Context: an optimization exercise on an open-source flow, tuned for small area, a short achievable clock period and few clock cycles. The choices shown serve that exercise and are no tape-out recipe. Only simulation tests tie the RTL to the original design; equivalence was not proved.

== trial 18 ==
Design quantoniumos_unified_core, start of the top module:
module quantoniumos_unified_core #(
  parameter int unsigned RFT_SIZE       = 64,
  parameter int unsigned SIS_N          = 512,
  parameter int unsigned FEISTEL_ROUNDS = 48
) (
  input  logic         clk,
  input  logic         reset,
  input  logic         start,
  input  logic [2:0]   mode,
  input  logic [255:0] master_key,
  input  logic [127:0] data_in,
  output logic [255:0] data_out,
  output logic         done,
  output logic [31:0]  rft_energy,
  output logic [15:0]  sis_collision_resistance,
  output logic [5:0]   feistel_round_count,
  output logic [31:0]  pipeline_throughput
);
  localparam logic [8:0] LAT_RFT = 9'd9;
  localparam logic [8:0] LAT_SIS = 9'd66;
  localparam logic [8:0] LAT_FST = 9'd24;
  localparam logic [8:0] LAT_PIP = 9'd100;
  localparam logic [142:0] W_INIT = 143'h50337a2ca3afd3ac3bf1f77bb0d3b62c4e1;
  logic         busy, fin;
  logic [8:0]   n;
  logic [2:0]   r_mode;
  logic         tr_c, hash_c, ciph_c, foldld, outld, clr;
  logic [5:0]   hc;
  logic [4:0]   rc;
  logic         e_first, e_v;
  logic [15:0]  e_sq, e_sq2;
  logic [255:0] r_k;
  logic [127:0] r_d;
  logic [142:0]  r_w;
  logic [19:0]  r_e;
  logic [8:0]   r_pc;
  logic         pcv;
  wire accept = !busy && start;
  wire [8:0] n_inc = n + 9'd1;
  wire hash_nx = !reset && (accept ? (mode == 3'd1) : (hash_c ? (hc != 6'd63) : (ciph_c && rc == 5'd23 && r_mode == 3'd3)));
  function automatic logic [8:0] lat_of(input logic [2:0] m);
    case (m)
      3'd0:    lat_of = LAT_RFT;
      3'd1:    lat_of = LAT_SIS;
      3'd2:    lat_of = LAT_FST;
      3'd3:    lat_of = LAT_PIP;
      default: lat_of = 9'd1;
    endcase
  endfunction
  assign pipeline_throughput     = {23'd0, lat_of(r_mode)};
  assign feistel_round_count     = 6'd48;
  assign rft_energy              = {8'd0, r_e, 4'd0};
  assign sis_collision_resistance = {7'd0, r_pc};
  always_ff @(posedge clk) begin
    if (reset) begin
      busy   <= 1'b0;
      done   <= 1'b0;
      fin    <= 1'b0;
      tr_c   <= 1'b0;
      hash_c <= 1'b0;
      ciph_c <= 1'b0;
      foldld <= 1'b0;
      outld  <= 1'b0;
      clr    <= 1'b0;
    end else begin
      if (accept) begin
        busy <= 1'b1;
        done <= 1'b0;
  ...
Size: roughly 11000 cells after synthesis, ~730 I/O pins, roughly 120000 µm² of cells after synthesis.
make LEC_CHECK=0 ABC_CLOCK_PERIOD_IN_PS=4000 CAP_MARGIN=20 CORE_MARGIN=2 CORE_UTILIZATION=45 SETUP_SLACK_MARGIN=5 SLEW_MARGIN=20 SYNTH_HIERARCHICAL=1 finish   # period 11.5 ns
run.sh (not shown) runs the stock make flow with config.mk's settings and CLKGATE_MAP_FILE= SYNTH_SCRIPT=/design/flow/synth_recipe.tcl, a recipe that flattens the netlist after the stock synthesis.
Testbench counts of trial 18, summed over its fixed seeds: cycles 4,880.
Here is what was changed in the inputs of build 90 compared with trial 18.
==> flow/flow/run.sh (new file) <==
#!/bin/bash
set -uo pipefail
export BUFFER_PORTS_ARGS="-buffer_cell sky130_fd_sc_hd__buf_1"
bash standard.sh > flow_make.log 2>&1
==> flow/standard.sh (new file) <==
#!/bin/bash
# synth_recipe.tcl (not shown) runs the flow's synth.tcl, then flattens the netlist and writes it again
# the make line also repeats each setting of config.mk as NAME=value (left out here)
make -C /OpenROAD-flow-scripts/flow DESIGN_CONFIG=/design/flow/config.mk WORK_HOME=/design/flow/orfs CLKGATE_MAP_FILE= SYNTH_SCRIPT=/design/flow/synth_recipe.tcl "${@:-finish}"
removed: flow/run.sh
--- outcome ---
- [diff] cell area, build 90 relative to trial 18: improvement
- STATUS clock period minus worst slack: build 90 loses against trial 18
- Between trial 18 and build 90, the difference in final standard cell count with taps included and fillers excluded is negligible.
- Build 90 vs. trial 18: area growth from synthesis to layout fell 3.7 points; wire length per cell rose 0.67 µm; clock-pin slew reported for the worst setup and hold paths after clock tree synthesis about even; met2 usage in global routing rose 1.1 points; TritonCTS buffer count fell 6.
- Of the two candidates, trial 18 has the better first-pass GRT wire length and build 90 the worse one.
- On build 90: count of plain and timing-repair buffers is 9 higher than what trial 18 gave.

harbor:
quantoniumos_unified_core, a different RTL version from the one above (not shown whole).
Size: ~1100 flip-flops, about 730 I/O pins, roughly 120000 um^2 of cells after synthesis.
clock: 11.5 ns
lec_check: 0
abc_clock_period_in_ps: 4000
cap_margin: 20
core_margin: 2
core_utilization: 45
setup_slack_margin: 5
slew_margin: 20
synth_hierarchical: 1
standard.sh (not shown) runs the stock make flow with config.mk's settings and CLKGATE_MAP_FILE= SYNTH_SCRIPT=/design/flow/synth_recipe.tcl, a recipe that flattens the netlist after the stock synthesis.
==> flow/flow/run.sh <==
#!/bin/bash
set -uo pipefail
export BUFFER_PORTS_ARGS="-buffer_cell sky130_fd_sc_hd__buf_1"
bash standard.sh > flow_make.log 2>&1
In harbor the implementation ran to completion but is not tape-out ready, as the final checks report capacitance limit, slew limit.
Testbench counts of harbor, summed over its fixed seeds: cycles 4,880.
> inputs changed (harbor -> xenon)
- changing CAP_MARGIN from 20 to 30
- setting CTS_BUF_LIST to sky130_fd_sc_hd__clkbuf_8 for the first time
- changing SLEW_MARGIN from 20 to 30
### Flow results
- In xenon, the highest cell delay on the worst timing path came out 0.18 ns above the value in harbor.
- xenon against harbor: fmax saw a decrease; sequential share of layout area saw little to no change; total routing resource utilization after global routing saw little to no change; maximum clock path buffer count saw an increase.
- xenon: full flow OK, the timing, design-rule and antenna checks passed
For sierra, these inputs were changed with respect to xenon:
- a change of CAP_MARGIN from 30 to 20
- a change of SLEW_MARGIN from 30 to 20
### Flow results
Having completed the whole flow, sierra delivered a layout that passed the timing, design-rule and antenna checks. As far as global-route usage is concerned, sierra and xenon perform about the same. xenon and sierra ended up with nearly the same global-route wire length before repair. sierra vs xenon: worst hold margin up.

Another version of the RTL of quantoniumos_unified_core (not shown whole).
For scale: ~1,100 flip-flops, ~120,000 µm² of cells after synthesis.
Settings: LEC_CHECK=0, ABC_CLOCK_PERIOD_IN_PS=4000, CAP_MARGIN=20, CORE_MARGIN=2, CORE_UTILIZATION=55, CTS_BUF_LIST=sky130_fd_sc_hd__clkbuf_8, SETUP_SLACK_MARGIN=5, SLEW_MARGIN=20, SYNTH_HIERARCHICAL=1; clock period 11.5 ns.
Scripts as last shown in full above: flow/flow/run.sh
Testbench counts at the start, summed over its fixed seeds: cycles 4,880.
==> next run, changes <==
--- a/flow/config.mk
+++ b/flow/config.mk
@@ -10,4 +10,3 @@
 export CORE_MARGIN = 2
-export CORE_UTILIZATION = 55
-export CTS_BUF_LIST = sky130_fd_sc_hd__clkbuf_8
+export CORE_UTILIZATION = 45
 export SETUP_SLACK_MARGIN = 5
After rerunning:
- The changed run went through all stages and came out clean
- final area climbs by 0.96%
- area after synthesis stays the same
- cell count climbs by 3.4%
- first-iteration DRC count drops by 15%
- routed wire length climbs by 5.3%
- hold slack improves by 23 ps
- maximum frequency climbs by 0.95%
- non-clock buffer count climbs by 33
- via count drops by 3.6%

what the ideal ports hide:
No port has a modelled driver above. Below, the same layouts with a new extraction and two added sets of constraints.
Step 1 assumes that a clkbuf_16 drives the clock port and a buf_2 every other input.
Step 2 times the ports against the registers' clock, not the clock port: input delays grow and output delays shrink by t, the midpoint of the rising clock arrivals with the driver on.
a / b / c = ideal / step 1 / step 2; a / b = the first two.
| run | shift t [ns] | setup WS [ns] | hold WS [ns] |
|---|---|---|---|
| trial 18 | 0.913 | 4.340 / 4.340 / 4.340 | 0.440 / 0.440 / 0.440 |
| build 90 | 0.958 | 4.304 / 4.304 / 4.304 | 0.452 / 0.452 / 0.452 |
| harbor | 0.957 | 4.709 / 4.709 / 4.709 | 0.433 / 0.433 / 0.433 |
| xenon | 1.145 | 4.592 / 4.592 / 4.592 | 0.367 / 0.367 / 0.367 |
| sierra | 1.151 | 4.679 / 4.679 / 4.679 | 0.406 / 0.406 / 0.406 |
| the first run of note 3 | 1.128 | 4.498 / 4.498 / 4.498 | 0.418 / 0.418 / 0.418 |
| the second run of note 3 | 0.970 | 4.564 / 4.564 / 4.564 | 0.441 / 0.441 / 0.441 |
